Background: an optimization exercise with open tools, aiming at small area. Do not read the settings as production practice.
Only simulation tests tie the RTL to the original design; equivalence was not proved.
Power and IR drop assume default switching activity.

==> flow/design.v <==
`default_nettype none
package stackPkg;
    localparam int DEFAULT_ADDR_WIDTH = 7;    
    localparam int DATA_WIDTH = 8;
    typedef logic [DATA_WIDTH-1:0] dataWord;
endpackage
`default_nettype wire
`default_nettype none
package commandPkg;
    typedef logic [3:0] buttonCode;
    typedef enum logic [2:0] {
        cmdNone,
        cmdPush,      
        cmdPop,       
        cmdAdd,       
        cmdSub,       
        cmdTop,       
        cmdIncAddr,   
        cmdDecAddr    
    } calcCommand;
    localparam buttonCode BTN_RELEASED = 4'b0000;   
    localparam buttonCode BTN_CLEAR    = 4'b1010;   
    localparam buttonCode BTN_PUSH     = 4'b0001;
    localparam buttonCode BTN_POP      = 4'b0010;
    localparam buttonCode BTN_ADD      = 4'b0101;
    localparam buttonCode BTN_SUB      = 4'b0110;
    localparam buttonCode BTN_TOP      = 4'b1001;
    localparam buttonCode BTN_DEC_ADDR = 4'b1110;
    localparam buttonCode BTN_INC_ADDR = 4'b1101;
    typedef enum logic [3:0] {
        stIdle,
        stPushWrite,       
        stReadFirst,       
        stCaptureFirst,    
        stClearFirst,      
        stReadSecond,      
        stCaptureSecond,   
        stWriteResult,     
        stPopWrite         
    } seqState;
endpackage
`default_nettype wire
`default_nettype none
module stackMemory
(
    input  wire logic         CLK,
    input  wire logic [7:0]   tapWe,      
    input  wire logic [7:0]   wrData,     
    output logic [7:0][7:0]   tapRd       
);
    logic [7:0][15:0][7:0] ring;
    logic [7:0][15:0][7:0] ringNext;
    always_comb
    begin
        for (int r = 0; r < 8; r++)
        begin
            tapRd[r]       = ring[r][15];
            ringNext[r][0] = tapWe[r] ? wrData : ring[r][15];
            for (int s = 1; s < 16; s++)
                ringNext[r][s] = ring[r][s - 1];
        end
    end
    always_ff @(posedge CLK)
    begin
        ring <= ringNext;
    end
endmodule
`default_nettype wire
`default_nettype none
import stackPkg::*;
import commandPkg::*;
module stackCalculator
(
    input  wire logic      CLK,
    input  wire logic      rst,
    input  commandPkg::buttonCode      buttons,
    input  stackPkg::dataWord        switches,
    output logic [7:0]     leds,
    output stackPkg::dataWord        displayValue
);
    localparam logic [1:0] K_PUSH = 2'd0;    
    localparam logic [1:0] K_SHOW = 2'd1;    
    localparam logic [1:0] K_ADD  = 2'd2;    
    localparam logic [1:0] K_SUB  = 2'd3;    
    logic [3:0] phase;         
    logic       armed;
    logic [6:0] top;           
    logic [6:0] da;
    stackPkg::dataWord dv;     
    logic       pendZ;         
    logic       pendD;         
    logic       sFirst;        
    logic [1:0] kind;
    logic isPush, isPop, isAdd, isSub, isTop, isInc, isDec, isClear, isCmd, fire;
    assign isPush  = (buttons == BTN_PUSH);
    assign isPop   = (buttons == BTN_POP);
    assign isAdd   = (buttons == BTN_ADD);
    assign isSub   = (buttons == BTN_SUB);
    assign isTop   = (buttons == BTN_TOP);
    assign isInc   = (buttons == BTN_INC_ADDR);
    assign isDec   = (buttons == BTN_DEC_ADDR);
    assign isClear = (buttons == BTN_CLEAR);
    assign isCmd   = isPush | isPop | isAdd | isSub | isTop | isInc | isDec;
    assign fire    = armed & isCmd;
    logic empty, canCombine;
    assign empty      = (top == 7'd0);
    assign canCombine = (top != 7'd0) && (top != 7'h7F);
    logic [6:0] step;
    assign step = ((isInc || isDec) ? da : top) + ((isPush || isDec) ? 7'h7F : 7'd1);
    logic [3:0] phaseNext, topLoP1, daLoP1;
    assign phaseNext = phase + 4'd1;
    assign topLoP1   = top[3:0] + 4'd1;
    assign daLoP1    = da[3:0] + 4'd1;
    logic gM1, g0, gP1, hM1, h0, hP1;
    assign gM1 = (phaseNext == top[3:0]);      
    assign g0  = (phase == top[3:0]);          
    assign gP1 = (phase == topLoP1);           
    assign hM1 = (phaseNext == da[3:0]);       
    assign h0  = (phase == da[3:0]);           
    assign hP1 = (phase == daLoP1);            
    logic [2:0] tapF, tapE;
    always_comb
    begin
        tapF = top[6:4];
        if (gM1 && top[3:0] == 4'h0)
            tapF = top[6:4] - 3'd1;
        else if (gP1 && top[3:0] == 4'hF)
            tapF = top[6:4] + 3'd1;
        tapE = da[6:4];
        if (hM1 && da[3:0] == 4'h0)
            tapE = da[6:4] - 3'd1;
        else if (hP1 && da[3:0] == 4'hF)
            tapE = da[6:4] + 3'd1;
    end
    logic       useE;
    logic [2:0] tap;
    logic [7:0][7:0] tapRd;
    stackPkg::dataWord rd;
    assign tap = useE ? tapE : tapF;
    assign rd  = tapRd[tap];
    logic isSubK;
    stackPkg::dataWord sum, result;
    assign isSubK = (kind == K_SUB);
    assign sum    = rd + dv + {7'd0, isSubK && !sFirst};     
    assign result = (isSubK && sFirst) ? ~sum : sum;         
    logic [6:0] topN, daN;
    logic       pendZN, pendDN, sFirstN, armedN;
    logic [1:0] kindN;
    stackPkg::dataWord dvN;
    logic       we;
    stackPkg::dataWord wrData;
    always_comb
    begin
        topN    = top;
        daN     = da;
        pendZN  = pendZ;
        pendDN  = pendD;
        sFirstN = sFirst;
        kindN   = kind;
        dvN     = dv;
        armedN  = armed;
        we      = 1'b0;
        wrData  = '0;
        useE    = 1'b0;
        if (buttons == BTN_RELEASED)
            armedN = 1'b1;
        else if (isCmd)
            armedN = 1'b0;
        if (fire)
        begin
            pendZN  = 1'b0;
            pendDN  = 1'b0;
            sFirstN = 1'b0;
            useE    = isInc || isDec;
            if (isPush)
            begin
                topN   = step;
                daN    = step;
                dvN    = switches;
                kindN  = K_PUSH;
                we     = gM1;
                wrData = switches;
                pendDN = !gM1;
            end
            else if ((isPop && !empty) || ((isAdd || isSub) && canCombine))
            begin
                topN   = step;
                daN    = step;
                kindN  = isAdd ? K_ADD : (isSub ? K_SUB : K_SHOW);
                we     = g0;
                pendZN = !g0;
                pendDN = !gP1;
                if (g0 && !isPop)
                    dvN = isSub ? ~rd : rd;              
                if (gP1)
                begin
                    if (isPop)
                        dvN = rd;
                    else
                    begin
                        dvN     = isSub ? ~rd : rd;      
                        sFirstN = 1'b1;
                        pendDN  = 1'b1;
                    end
                end
            end
            else if (isTop)
            begin
                daN    = top;
                kindN  = K_SHOW;
                pendDN = !g0;
                if (g0)
                    dvN = rd;
            end
            else if (isInc || isDec)
            begin
                daN    = step;
                kindN  = K_SHOW;
                pendDN = !(isInc ? hP1 : hM1);
                if (isInc ? hP1 : hM1)
                    dvN = rd;
            end
        end
        else if (pendZ && hM1)
        begin
            useE   = 1'b1;
            we     = 1'b1;
            pendZN = 1'b0;
            if (kind[1])
                dvN = sFirst ? result : (isSubK ? ~rd : rd);
        end
        else if (pendD && h0)
        begin
            useE = 1'b1;
            case (kind)
                K_PUSH:
                begin
                    we     = 1'b1;
                    wrData = switches;
                    pendDN = 1'b0;
                end
                K_SHOW:
                begin
                    dvN    = rd;
                    pendDN = 1'b0;
                end
                default:
                begin
                    we     = 1'b1;
                    wrData = sFirst ? dv : result;
                    pendDN = 1'b0;
                    if (!sFirst)
                        dvN = result;
                end
            endcase
        end
        if (isClear)
        begin
            topN = '0;
            daN  = '0;
            dvN  = '0;
        end
        if (rst)
        begin
            armedN = 1'b1;
            topN   = '0;
            daN    = '0;
            dvN    = '0;
            pendZN = 1'b0;
            pendDN = 1'b0;
        end
    end
    logic [7:0] tapWe;
    always_comb
    begin
        tapWe = '0;
        tapWe[tap] = we;
    end
    stackMemory i_stackMemory (
        .CLK    (CLK),
        .tapWe  (tapWe),
        .wrData (wrData),
        .tapRd  (tapRd)
    );
    always_ff @(posedge CLK)
    begin
        phase  <= phaseNext;
        armed  <= armedN;
        top    <= topN;
        da     <= daN;
        dv     <= dvN;
        pendZ  <= pendZN;
        pendD  <= pendDN;
        sFirst <= sFirstN;
        kind   <= kindN;
    end
    assign leds         = {empty, da};
    assign displayValue = dv;
endmodule
`default_nettype wire
export LEC_CHECK = 0
export CAP_MARGIN = 20
export CORE_MARGIN = 2
export CORE_UTILIZATION = 40
export CTS_BUF_LIST = sky130_fd_sc_hd__clkbuf_8
export CTS_CLUSTER_DIAMETER = 50
export CTS_CLUSTER_SIZE = 18
export SLEW_MARGIN = 20
create_clock -name core_clock -period 6.0 [get_ports {CLK}]
standard.sh (not shown) runs the stock make flow with config.mk's settings and CLKGATE_MAP_FILE= SYNTH_SCRIPT=/design/flow/synth_recipe.tcl, a recipe that flattens the netlist after the stock synthesis.
==> flow/flow/run.sh <==
#!/bin/bash
# The standard layout (standard.sh, unchanged synthesis), with two changes:
# clock tree synthesis without dummy loads, and power recovery (downsizing of
# gates off the critical paths) after global routing.
set -euo pipefail
export CTS_ARGS="-sink_clustering_enable -repair_clock_nets -dont_use_dummy_load -sink_clustering_size 18 -sink_clustering_max_diameter 50 -buf_list sky130_fd_sc_hd__clkbuf_8"
export RECOVER_POWER=100
bash standard.sh > standard.log 2>&1
Edit:
--- a/flow/design.v
+++ b/flow/design.v
@@ -107,31 +107,19 @@
     assign canCombine = (top != 7'd0) && (top != 7'h7F);
     logic [6:0] step;
     assign step = ((isInc || isDec) ? da : top) + ((isPush || isDec) ? 7'h7F : 7'd1);
-    logic [3:0] phaseNext, topLoP1, daLoP1;
-    assign phaseNext = phase + 4'd1;
-    assign topLoP1   = top[3:0] + 4'd1;
-    assign daLoP1    = da[3:0] + 4'd1;
+    logic [3:0] g, h;
+    assign g = phase - top[3:0];
+    assign h = phase - da[3:0];
     logic gM1, g0, gP1, hM1, h0, hP1;
-    assign gM1 = (phaseNext == top[3:0]);      
-    assign g0  = (phase == top[3:0]);          
-    assign gP1 = (phase == topLoP1);           
-    assign hM1 = (phaseNext == da[3:0]);       
-    assign h0  = (phase == da[3:0]);           
-    assign hP1 = (phase == daLoP1);            
+    assign gM1 = (g == 4'hF);
+    assign g0  = (g == 4'h0);
+    assign gP1 = (g == 4'h1);
+    assign hM1 = (h == 4'hF);
+    assign h0  = (h == 4'h0);
+    assign hP1 = (h == 4'h1);
     logic [2:0] tapF, tapE;
-    always_comb
-    begin
-        tapF = top[6:4];
-        if (gM1 && top[3:0] == 4'h0)
-            tapF = top[6:4] - 3'd1;
-        else if (gP1 && top[3:0] == 4'hF)
-            tapF = top[6:4] + 3'd1;
-        tapE = da[6:4];
-        if (hM1 && da[3:0] == 4'h0)
-            tapE = da[6:4] - 3'd1;
-        else if (hP1 && da[3:0] == 4'hF)
-            tapE = da[6:4] + 3'd1;
-    end
+    assign tapF = top[6:4] + ((gM1 && top[3:0] == 4'h0) ? 3'h7 : {2'd0, gP1 && top[3:0] == 4'hF});
+    assign tapE = da[6:4] + ((hM1 && da[3:0] == 4'h0) ? 3'h7 : {2'd0, hP1 && da[3:0] == 4'hF});
     logic       useE;
     logic [2:0] tap;
     logic [7:0][7:0] tapRd;
@@ -221,9 +209,8 @@
                     dvN = rd;
             end
         end
-        else if (pendZ && hM1)
-        begin
-            useE   = 1'b1;
+        else if (pendZ && gM1)
+        begin
             we     = 1'b1;
             pendZN = 1'b0;
             if (kind[1])
@@ -284,7 +271,7 @@
     );
     always_ff @(posedge CLK)
     begin
-        phase  <= phaseNext;
+        phase  <= phase + 4'd1;
         armed  <= armedN;
         top    <= topN;
         da     <= daN;
The changed run passed the timing, DRC and antenna checks.
Global-route usage shrinks by 1.1 points.
Setup slack is worse by 270 ps.
Utilization climbs by 0.86 points.
Area after synthesis falls slightly.
Final cell count falls by a few percent.
Synthesized cell count goes down by a few percent.
Worst hold slack gets better by 34 ps.
Clock-buffer cell count went down by 1.
Sequential share of layout area hardly moves.
Total power is higher by a few percent.

re-timing with driven ports:
In the flow no input, the clock included, has a driving cell. The finished layouts below were timed again as built, in two steps. Step 1 (the two cells are an assumption about what drives the block):
set clk [get_ports {CLK}]
set_driving_cell -lib_cell sky130_fd_sc_hd__clkbuf_16 $clk
set_driving_cell -lib_cell sky130_fd_sc_hd__buf_2 [delete_from_list [all_inputs] $clk]
Step 2, shift: input delay + t, output delay - t, t = (earliest + latest rising clock arrival at the registers) / 2. This alone moves slack from input paths to output paths. Three values: no drivers, after step 1, after step 2; two values: the first two.
| run | shift t [ns] | slack for setup (ns) | hold WS [ns] | worst setup path after step 2 |
|---|---|---|---|---|
| the first run | 0.696 | 0.406 / 0.439 / -0.257 | 0.249 / 0.249 / 0.249 | input to register |
| the second run | 0.675 | 0.131 / 0.131 / 0.085 | 0.283 / 0.283 / 0.283 | input to register |
With both steps, setup timing fails in the first run, where it was met with ideal ports. For the first run, which loses most, drivers alone change the setup slack by +0.033 ns; drivers and shift together by -0.663 ns.
